This design comes from an exercise in tuning for small area, a short achievable clock period and few clock cycles on the open sky130 flow, not from production work. Power is estimated from default activity; no workload was simulated.

Design lin_input_ctrl_top, start of the top module:
module lin_input_ctrl_top (
    input  logic                ACLK,
    input  logic                ARESETn,
    output lin_pkg::axi_id_t    axi_arid,
    output lin_pkg::addr_t      axi_araddr,
    output lin_pkg::burst_len_t axi_arlen,
    output logic [2:0]          axi_arsize,
    output logic [1:0]          axi_arburst,
    output logic                axi_arvalid,
    input  logic                axi_arready,
    input  lin_pkg::data_t      axi_rdata,
    input  logic                axi_rlast,
    input  logic                axi_rvalid,
    output logic                axi_rready,
    input  logic                out_bias_ready,
    output logic                out_bias_valid,
    output lin_pkg::data_t      out_bias_data,
    output logic                out_bias_last,
    input  logic                out_ready,
    output logic                out_valid,
    output lin_pkg::data_t      out_data,
    output logic                out_last,     
    input  logic                linear_init,
    output logic                linear_ready,
    input  logic                bias_go,
    output logic                bias_done,
    input  lin_pkg::addr_t      bias_address,
    input  lin_pkg::cnt_t       bias_size,
    input  lin_pkg::cnt_t       output_size,
    input  logic                input_go,
    output logic                input_done,
    input  lin_pkg::addr_t      input_address,
    input  lin_pkg::cnt_t       input_size,
    input  lin_pkg::cnt_t       input_num,
    input  lin_pkg::burst_len_t input_leng
);
    logic                has_bias;
    logic                start;
    logic                job_done;
    logic                vec_wr_valid;
    logic                vec_wr_last;
    logic                vec_pop;
    logic                zero_push;
    logic                bias_free;
    logic                vec_idle;
    assign has_bias   = (bias_size != '0);
  ...
For scale: about 4000 cells after synthesis, about 1300 flip-flops, roughly 300 I/O pins, roughly 56000 um2 of cells after synthesis.
Settings: LEC_CHECK=0, CAP_MARGIN=20, CORE_MARGIN=2, CORE_UTILIZATION=40, SETUP_SLACK_MARGIN=3.0, SLEW_MARGIN=20, TNS_END_PERCENT=10; clock period 5.5 ns.
standard.sh (not shown) runs the stock make flow with config.mk's settings and CLKGATE_MAP_FILE= SYNTH_SCRIPT=/design/flow/synth_recipe.tcl, a recipe that flattens the netlist after the stock synthesis.
==> flow/flow/run.sh <==
#!/bin/bash
# Standard layout, except that the port buffers are buf_2 cells instead of
# the default clkdlybuf4s50_1. The make output goes to flow_make.log here;
# ORFS keeps each step's own log under orfs/logs/.
set -euo pipefail
export BUFFER_PORTS_ARGS="-buffer_cell sky130_fd_sc_hd__buf_2"
bash standard.sh > flow_make.log 2>&1
Rerun with:
--- a/flow/design.v
+++ b/flow/design.v
@@ -80,19 +80,21 @@
     logic [16:0]          j0;
     logic [4:0]           len1;         
     logic                 last1;
     logic [16:0]          j_adv;        
     logic [4:0]           len_adv;
     logic                 last_adv;
     logic                 job_last;     
     logic [29:0]          c_vaddr;
-    lin_pkg::cnt_t        c_off;        
+    logic [29:0]          v_next;       
+    logic [6:0]           v_lo;
     logic [6:0]           j_lo;
     logic [10:0]          j_hi1;
+    logic [23:0]          v_hi1;
     logic                 ar_free;
     logic                 move;
     logic                 vmove;
     logic                 cred_ok;
     logic [4:0]           ar_len_q;
     logic [29:0]          ar_addr_q;
     assign leng     = input_leng[4:0];
     assign lim0     = {2'b00, leng} + 7'd1;                     
@@ -104,17 +106,19 @@
     assign last1    = (input_size[15:7] == '0) & (input_size[6:0] <= lim1);
     assign len1     = last1 ? (input_size[4:0] - leng - 5'd2) : leng;
     assign j_lo     = {1'b0, n_j[5:0]} - {1'b0, k_step};
     assign j_hi1    = n_j[16:6] - 11'd1;
     assign j_adv    = {j_lo[6] ? j_hi1 : n_j[16:6], j_lo[5:0]};
     assign last_adv = (n_j[16:7] == '0) & (n_j[6:0] <= k_lim2);
     assign len_adv  = last_adv ? (n_j[4:0] + k_adv) : leng;
     assign job_last = (c_left == 16'd1);
-    assign c_vaddr  = input_address[31:2] + 30'(c_off);
+    assign c_vaddr  = c_first ? input_address[31:2] : v_next;
+    assign v_lo     = {1'b0, c_vaddr[5:0]} + {1'b0, k_step};
+    assign v_hi1    = c_vaddr[29:6] + 24'd1;
     assign cred_ok   = ~spare[6] | (vec_pop & (spare == 7'h7f));
     assign ar_free   = ~axi_arvalid | axi_arready;
     assign move      = ar_free & c_valid & ~c_init &
                        (c_bias | (cred_ok & (has_bias | ~c_first | bias_free)));
     assign vmove     = move & ~c_bias;
     assign zero_push = vmove & c_first & ~has_bias;
     assign vec_idle  = avail[5];
     always_ff @(posedge ACLK or negedge ARESETn) begin
@@ -200,18 +204,17 @@
         k_step <= {1'b0, leng} + 6'd1;
         k_len0 <= len0;
         k_last0 <= last0;
         k_j0   <= j0;
         k_len1 <= len1;
         k_last1 <= last1;
         if (start) c_left <= input_num;
         else if (vmove & c_last) c_left <= c_left - 1'b1;
-        if (c_init | (vmove & c_last)) c_off <= '0;
-        else if (vmove) c_off <= c_off + 16'(k_step);
+        if (vmove) v_next <= {v_lo[6] ? v_hi1 : c_vaddr[29:6], v_lo[5:0]};
         if (start) b_addr <= bias_address[31:2];
         else if (move & c_bias) b_addr <= b_addr + 30'd1;
         if (start) begin
             ar_addr_q <= bias_address[31:2];
             ar_len_q  <= 5'd0;
         end else if (move) begin
             ar_addr_q <= c_bias ? b_addr + 30'd1 : c_vaddr;
             ar_len_q  <= c_bias ? 5'd0 : c_len;
@@ -250,27 +253,28 @@
     output logic                out_bias_last
 );
     logic          run;         
     logic          r_bias;      
     lin_pkg::cnt_t r_wcnt;      
     logic          line_end;    
     lin_pkg::cnt_t r_line;      
     logic          bias_beat;
-    logic          job_end;     
+    logic          job_end;
     logic          b_valid_n;
     logic          r_bias_n;
     logic          run_n;
     logic          rready_n;
     logic          vexp;        
     logic          bexp;        
     assign start     = linear_ready & ~run & ~job_done & vec_idle & bias_go & input_go;
     assign bias_beat = axi_rvalid & bexp;
     assign vec_wr_valid = axi_rvalid & vexp;
     assign vec_wr_last = line_end;
+    assign job_end   = (r_line + 1'b1) == input_num;
     assign bias_free = ~out_bias_valid | out_bias_ready;
     assign b_valid_n = (out_bias_valid & ~out_bias_ready) | bias_beat | zero_push;
     always_comb begin
         r_bias_n = r_bias;
         if (start) r_bias_n = has_bias;
         else if (bias_beat) r_bias_n = 1'b0;
         else if (vec_wr_valid & line_end & ~job_end) r_bias_n = has_bias;
     end
@@ -312,23 +316,21 @@
             end
         end
     end
     always_ff @(posedge ACLK) begin
         if (start) begin
             r_wcnt   <= input_size - 1'b1;
             line_end <= (input_size == 16'd1);
             r_line   <= '0;
-            job_end  <= (input_num == 16'd1);
         end else if (vec_wr_valid) begin
             if (line_end) begin
                 r_wcnt   <= input_size - 1'b1;
                 line_end <= (input_size == 16'd1);
                 r_line   <= r_line + 1'b1;
-                job_end  <= (r_line + 16'd2) == input_num;
             end else begin
                 r_wcnt   <= r_wcnt - 1'b1;
                 line_end <= (r_wcnt == 16'd1);
             end
         end
         if (bias_beat) begin
             out_bias_data <= axi_rdata;
             out_bias_last <= (r_line + 1'b1) == output_size;
After rerunning:
- The new run finished with antenna violations left
- final cell count is lower by 7.8%
- hold slack gains 0.074 ns
- global-route usage is lower by 2.8 points
- clock power is lower by 7.6%
- synthesized cell count is lower by 5.9%
- synthesized area is lower by 1.5%
- core utilization is lower by 2.9 points
No run of this note included a check of the RTL's function; only the layout flow was run.

## port drivers added, routing unchanged
Ports are ideal in the flow. The routed layouts listed here were re-timed in OpenROAD.
Step 1: set_driving_cell puts a clkbuf_16 on ACLK and a buf_2 on each other input, an assumption about the parent block.
Step 2 also shifts input and output timing later by t, the mid clock arrival at the registers, as if the neighbouring blocks saw the same clock.
a / b / c = no drivers / after step 1 / after step 2; a / b = the first two.
run	shift t [ns]	setup WS [ns]	worst data-port slew with drivers (ns)	pins driven straight from the clock port
the first run	0.863	2.707 / 2.711 / 1.891	0.17	1
the second run	0.830	2.582 / 2.582 / 1.916	0.16	1
The setup slack of the first run, which loses most, moves by +0.004 ns with the drivers and by -0.816 ns with both steps.
